What follows belongs to an exercise in optimizing a design on an open flow for small area; a production flow would make more cautious choices. The RTL was checked by simulation tests, not by an equivalence proof against the original design. Power is estimated from default activity; no workload was simulated.

## mips_core_top
module mips_core_top #(
    parameter int data_width = 32
) (
    input  logic                  clk_i,
    input  logic                  reset_i,
    input  logic                  instr_valid,
    input  mips_pkg::instr_t      instr,
    input  logic                  flush,
    output logic                  wb_valid,
    output mips_pkg::reg_addr_t   wb_reg,
    output logic [data_width-1:0] wb_data
);
Settings: LEC_CHECK=0, CAP_MARGIN=20, CORE_MARGIN=2, CORE_UTILIZATION=40, PLACE_DENSITY=0.5, SLEW_MARGIN=20, SYNTH_HIERARCHICAL=1, SYNTH_MINIMUM_KEEP_SIZE=0; clock period 8.0 ns.
standard.sh (not shown) runs the stock make flow with config.mk's settings and CLKGATE_MAP_FILE= SYNTH_SCRIPT=/design/flow/synth_recipe.tcl, a recipe that flattens the netlist after the stock synthesis.
==> flow/flow/run.sh <==
#!/bin/bash
# The standard ORFS layout (standard.sh, unchanged synthesis), with:
#  - clock tree synthesis without dummy loads, with clkbuf_4 clock buffers
#    and sink clusters of up to 9 flip-flops within 60 um;
#  - port buffers of buf_1 cells.
# make's full output goes to flow_make.log in this folder; ORFS's per-step
# logs stay under orfs/logs/.
set -euo pipefail
bash standard.sh \
    'CTS_ARGS=-sink_clustering_enable -repair_clock_nets -dont_use_dummy_load -buf_list {sky130_fd_sc_hd__clkbuf_4} -sink_clustering_size 9 -sink_clustering_max_diameter 60' \
    'BUFFER_PORTS_ARGS=-buffer_cell sky130_fd_sc_hd__buf_1' \
    finish > flow_make.log 2>&1
Edit:
--- a/flow/design.v
+++ b/flow/design.v
@@ -73,16 +73,25 @@
     assign y = ~(a ^ b);
 endmodule
 module c_ha (input logic a, b, output logic s, co);
     assign {co, s} = {1'b0, a} + {1'b0, b};
 endmodule
 module rf_tail (input logic t8, t9, a1, a2, b1, b2, output logic y);
     assign y = ~(t8 & t9 & ~((a1 & a2) | (b1 & b2)));
 endmodule
+module rf_wdec (
+    input  logic        en,
+    input  logic [4:0]  dest,
+    output logic [31:1] we
+);
+    always_comb
+        for (int i = 1; i < 32; i++)
+            we[i] = en && (dest == 5'(i));
+endmodule
 module rf_rdbit (
     input  logic [31:0] sel,
     input  logic [31:0] d,
     output logic        y
 );
     logic [9:0]  t;
     logic [2:0]  u;
     for (genvar g = 0; g < 10; g++) begin : g_aoi
@@ -115,27 +124,38 @@
 module sh_stage #(
     parameter int S   = 1,
     parameter bit INV = 0     
 ) (
     input  logic [31:0] x,
     input  logic        n,
     input  logic        r,
     input  logic        l,
-    input  logic        fr,
+    input  logic        fill,    
     output logic [31:0] y
 );
     always_comb
     begin
         for (int i = 0; i < 32; i++)
             y[i] = ~((n & x[i]) |
-                     ((i + S > 31) ? fr : (r & x[(i + S) % 32])) |
+                     (r & ((i + S > 31) ? fill : x[(i + S) % 32])) |
                      ((i < S) ? (INV ? l : 1'b0) : (l & x[(i + 32 - S) % 32])));
     end
 endmodule
+module csel_bit (
+    input  logic p, k,
+    input  logic c0i, c1i,
+    input  logic s,
+    output logic c0o, c1o,
+    output logic cs
+);
+    assign c0o = ~((p & c0i) | k);
+    assign c1o = ~((p & c1i) | k);
+    assign cs  = ~(s ? c1i : c0i);
+endmodule
 module res_bit (
     input  logic e_sum, sum,
     input  logic k11, g,
     input  logic kx, p,
     input  logic k00, nq,
     input  logic e_sh_n, shn,
     output logic y
 );
@@ -295,66 +315,65 @@
             c_a21oi cy (.a1(p[i]), .a2(c[i]), .b1(nq[i]), .y(c[i+1]));
             c_xnor2 s  (.a(p[i]), .b(c[i]), .y(sum[i]));
         end
     end
     c_inv   c0_17 (.a(g[16]), .y(c0[17]));
     assign c1[17] = nq[16];
     c_xor2  s16 (.a(p[16]), .b(c[16]), .y(sum[16]));
     for (genvar i = 17; i < 32; i++) begin : g_hi
-        c_mux2i cm (.a0(c0[i]), .a1(c1[i]), .s(c[16]), .y(cs[i]));
+        csel_bit cb (.p(p[i]), .k((i % 2 == 0) ? g[i] : nq[i]), .c0i(c0[i]), .c1i(c1[i]),
+                     .s(c[16]), .c0o(c0[i+1]), .c1o(c1[i+1]), .cs(cs[i]));
         if (i % 2 == 0) begin : g_even
-            c_a21oi cy0 (.a1(p[i]), .a2(c0[i]), .b1(g[i]), .y(c0[i+1]));
-            c_a21oi cy1 (.a1(p[i]), .a2(c1[i]), .b1(g[i]), .y(c1[i+1]));
-            c_xnor2 s   (.a(p[i]), .b(cs[i]), .y(sum[i]));
+            c_xnor2 s (.a(p[i]), .b(cs[i]), .y(sum[i]));
         end else begin : g_odd
-            c_a21oi cy0 (.a1(p[i]), .a2(c0[i]), .b1(nq[i]), .y(c0[i+1]));
-            c_a21oi cy1 (.a1(p[i]), .a2(c1[i]), .b1(nq[i]), .y(c1[i+1]));
-            c_xor2  s   (.a(p[i]), .b(cs[i]), .y(sum[i]));
+            c_xor2  s (.a(p[i]), .b(cs[i]), .y(sum[i]));
         end
     end
     c_mux2i cm32 (.a0(c0[32]), .a1(c1[32]), .s(c[16]), .y(cs[32]));
     assign lt = !cs[32] ^ (uns | p[31]);
     logic [31:0] sx [0:5];
     logic        fill;
-    logic [4:0]  fr;
     assign sx[0] = b;
     assign fill  = fn[0] && b[31];            
     for (genvar k = 0; k < 5; k++) begin : g_sh
-        assign fr[k] = shamt[k] && !left && ((k % 2 == 0) ? fill : !fill);
         sh_stage #(.S(1 << k), .INV(k % 2)) st (
             .x(sx[k]), .n(!shamt[k]), .r(shamt[k] && !left), .l(shamt[k] && left),
-            .fr(fr[k]), .y(sx[k+1]));
+            .fill((k % 2 == 0) ? fill : !fill), .y(sx[k+1]));
     end
     logic [31:0] result;
     res_bit0 m0 (.e_sum(e_sum), .sum(sum[0]), .k11(k11), .g(g[0]), .kx(kx), .p(p[0]),
                  .k00(k00), .nq(nq[0]), .e_lt(e_lt), .lt(lt),
                  .e_sh_n(!e_sh), .shn(sx[5][0]), .y(result[0]));
     for (genvar i = 1; i < 32; i++) begin : g_res
         res_bit m (.e_sum(e_sum), .sum(sum[i]), .k11(k11), .g(g[i]), .kx(kx), .p(p[i]),
                    .k00(k00), .nq(nq[i]), .e_sh_n(!e_sh), .shn(sx[5][i]), .y(result[i]));
     end
-    logic [31:1] we;
-    always_comb
-        for (int i = 1; i < 32; i++)
-            we[i] = ex_we && (ex_dest == 5'(i));
+    logic [31:1] we_lo;
+    logic [31:1] we_hi;
+    rf_wdec wdec_lo (.en(ex_we), .dest(ex_dest), .we(we_lo));
+    rf_wdec wdec_hi (.en(ex_we), .dest(ex_dest), .we(we_hi));
     always_ff @(posedge clk_i, posedge reset_i)
     begin
         if (reset_i)
         begin
             rvalid   <= '0;
             wb_valid <= 1'b0;
         end
         else
         begin
             wb_valid <= ex_we;
-            rvalid   <= rvalid | we;
+            rvalid   <= rvalid | we_lo;
         end
     end
     always_ff @(posedge clk_i)
     begin
         wb_reg  <= ex_dest;
         wb_data <= result;
         for (int i = 1; i < 32; i++)
-            if (we[i])
-                regs[i] <= result;
+        begin
+            if (we_lo[i])
+                regs[i][15:0] <= result[15:0];
+            if (we_hi[i])
+                regs[i][31:16] <= result[31:16];
+        end
     end
 endmodule
Effect: Die area is about the same. Clock power hardly moves. Design area climbs by 0.88%. Cell count climbs by 2.0%. Power drops by 0.74%. Global-route usage climbs by 1.0 points. Wire length climbs by 2.7%. Combinational power drops by 7.7%. Area after synthesis hardly moves. Utilization climbs by 0.39 points.


== main ==
Another version of the RTL of mips_core_top (not shown whole).
Size: about 2800 cells after synthesis, roughly 74 I/O pins, roughly 46000 sq um of cells after synthesis.
Settings: LEC_CHECK=0, CAP_MARGIN=20, CORE_MARGIN=2, CORE_UTILIZATION=40, PLACE_DENSITY=0.5, SLEW_MARGIN=20, SYNTH_HIERARCHICAL=1, SYNTH_MINIMUM_KEEP_SIZE=0; clock period 8.0 ns.
Scripts as last shown in full above: flow/flow/run.sh
[inputs] the feature branch vs main
--- a/flow/design.v
+++ b/flow/design.v
@@ -113,28 +113,28 @@
 endmodule
 `timescale 1ns/10ps
 module sh_stage #(
     parameter int S   = 1,
     parameter bit INV = 0     
 ) (
     input  logic [31:0] x,
     input  logic        n,
     input  logic        r,
     input  logic        l,
-    input  logic        fill,    
+    input  logic        fr,
     output logic [31:0] y
 );
     always_comb
     begin
         for (int i = 0; i < 32; i++)
             y[i] = ~((n & x[i]) |
-                     (r & ((i + S > 31) ? fill : x[(i + S) % 32])) |
+                     ((i + S > 31) ? fr : (r & x[(i + S) % 32])) |
                      ((i < S) ? (INV ? l : 1'b0) : (l & x[(i + 32 - S) % 32])));
     end
 endmodule
 module csel_bit (
     input  logic p, k,
     input  logic c0i, c1i,
     input  logic s,
     output logic c0o, c1o,
     output logic cs
 );
@@ -316,26 +316,28 @@
         if (i % 2 == 0) begin : g_even
             c_xnor2 s (.a(p[i]), .b(cs[i]), .y(sum[i]));
         end else begin : g_odd
             c_xor2  s (.a(p[i]), .b(cs[i]), .y(sum[i]));
         end
     end
     c_mux2i cm32 (.a0(c0[32]), .a1(c1[32]), .s(c[16]), .y(cs[32]));
     assign lt = !cs[32] ^ (uns | p[31]);
     logic [31:0] sx [0:5];
     logic        fill;
+    logic [4:0]  fr;
     assign sx[0] = b;
     assign fill  = fn[0] && b[31];            
     for (genvar k = 0; k < 5; k++) begin : g_sh
+        assign fr[k] = shamt[k] && !left && ((k % 2 == 0) ? fill : !fill);
         sh_stage #(.S(1 << k), .INV(k % 2)) st (
             .x(sx[k]), .n(!shamt[k]), .r(shamt[k] && !left), .l(shamt[k] && left),
-            .fill((k % 2 == 0) ? fill : !fill), .y(sx[k+1]));
+            .fr(fr[k]), .y(sx[k+1]));
     end
     logic [31:0] result;
     res_bit0 m0 (.e_sum(e_sum), .sum(sum[0]), .k11(k11), .g(g[0]), .kx(kx), .p(p[0]),
                  .k00(k00), .nq(nq[0]), .e_lt(e_lt), .lt(lt),
                  .e_sh_n(!e_sh), .shn(sx[5][0]), .y(result[0]));
     for (genvar i = 1; i < 32; i++) begin : g_res
         res_bit m (.e_sum(e_sum), .sum(sum[i]), .k11(k11), .g(g[i]), .kx(kx), .p(p[i]),
                    .k00(k00), .nq(nq[i]), .e_sh_n(!e_sh), .shn(sx[5][i]), .y(result[i]));
     end
     logic [31:1] we;
## What came out
Number of antenna cells inserted: the feature branch vs main up 2. The feature branch — met1 capacity usage during global routing 1.5 points lower, main as reference. ~same synthesized cell count in the feature branch and main. In terms of post-synthesis area per instance, main and the feature branch differ only marginally. Changes observed in the feature branch relative to main: die area about even, fraction of power consumed by combinational cells about even, fraction of final layout cells sized beyond drive strength 1 fell 1.4 points, final critical-path required period fell 0.15 ns. From main to the feature branch the numbers moved as follows: wire length grew by 980 um, via count of the first global-routing pass ~0 delta, post-layout worst setup margin up 0.15 ns, design area lost 0.81%. In terms of adder-cell area share of the yosys netlist, the feature branch and main differ only marginally.

[what the ideal ports hide]
No port has a modelled driver above. Below, the same layouts with a new extraction and two added sets of constraints.
Step 1 assumes that a clkbuf_16 drives the clock port and a buf_2 every other input.
Step 2 adds t to the input delays and takes it off the output delays; t is the mean of the earliest and latest rising clock arrival at the registers after step 1. Input paths then give back, and output paths get back, about the clock's delay inside the block.
a / b / c = no drivers / after step 1 / after step 2; a / b = the first two.
| run | t (ns) | setup slack, ns | clock arrival spread, ns | slew at the worst register clock pin (ns) |
|---|---|---|---|---|
| the first run of note 1 | 1.151 | 0.417 / 0.417 / 0.417 | 0.111 / 0.111 | 0.11 / 0.11 |
| the second run of note 1 | 1.142 | 0.733 / 0.733 / 0.733 | 0.144 / 0.143 | 0.11 / 0.11 |
| main | 1.109 | 0.274 / 0.274 / 0.274 | 0.128 / 0.128 | 0.12 / 0.12 |
| the feature branch | 1.127 | 0.428 / 0.428 / 0.428 | 0.119 / 0.119 | 0.12 / 0.12 |
After both steps every run listed still meets setup and hold.
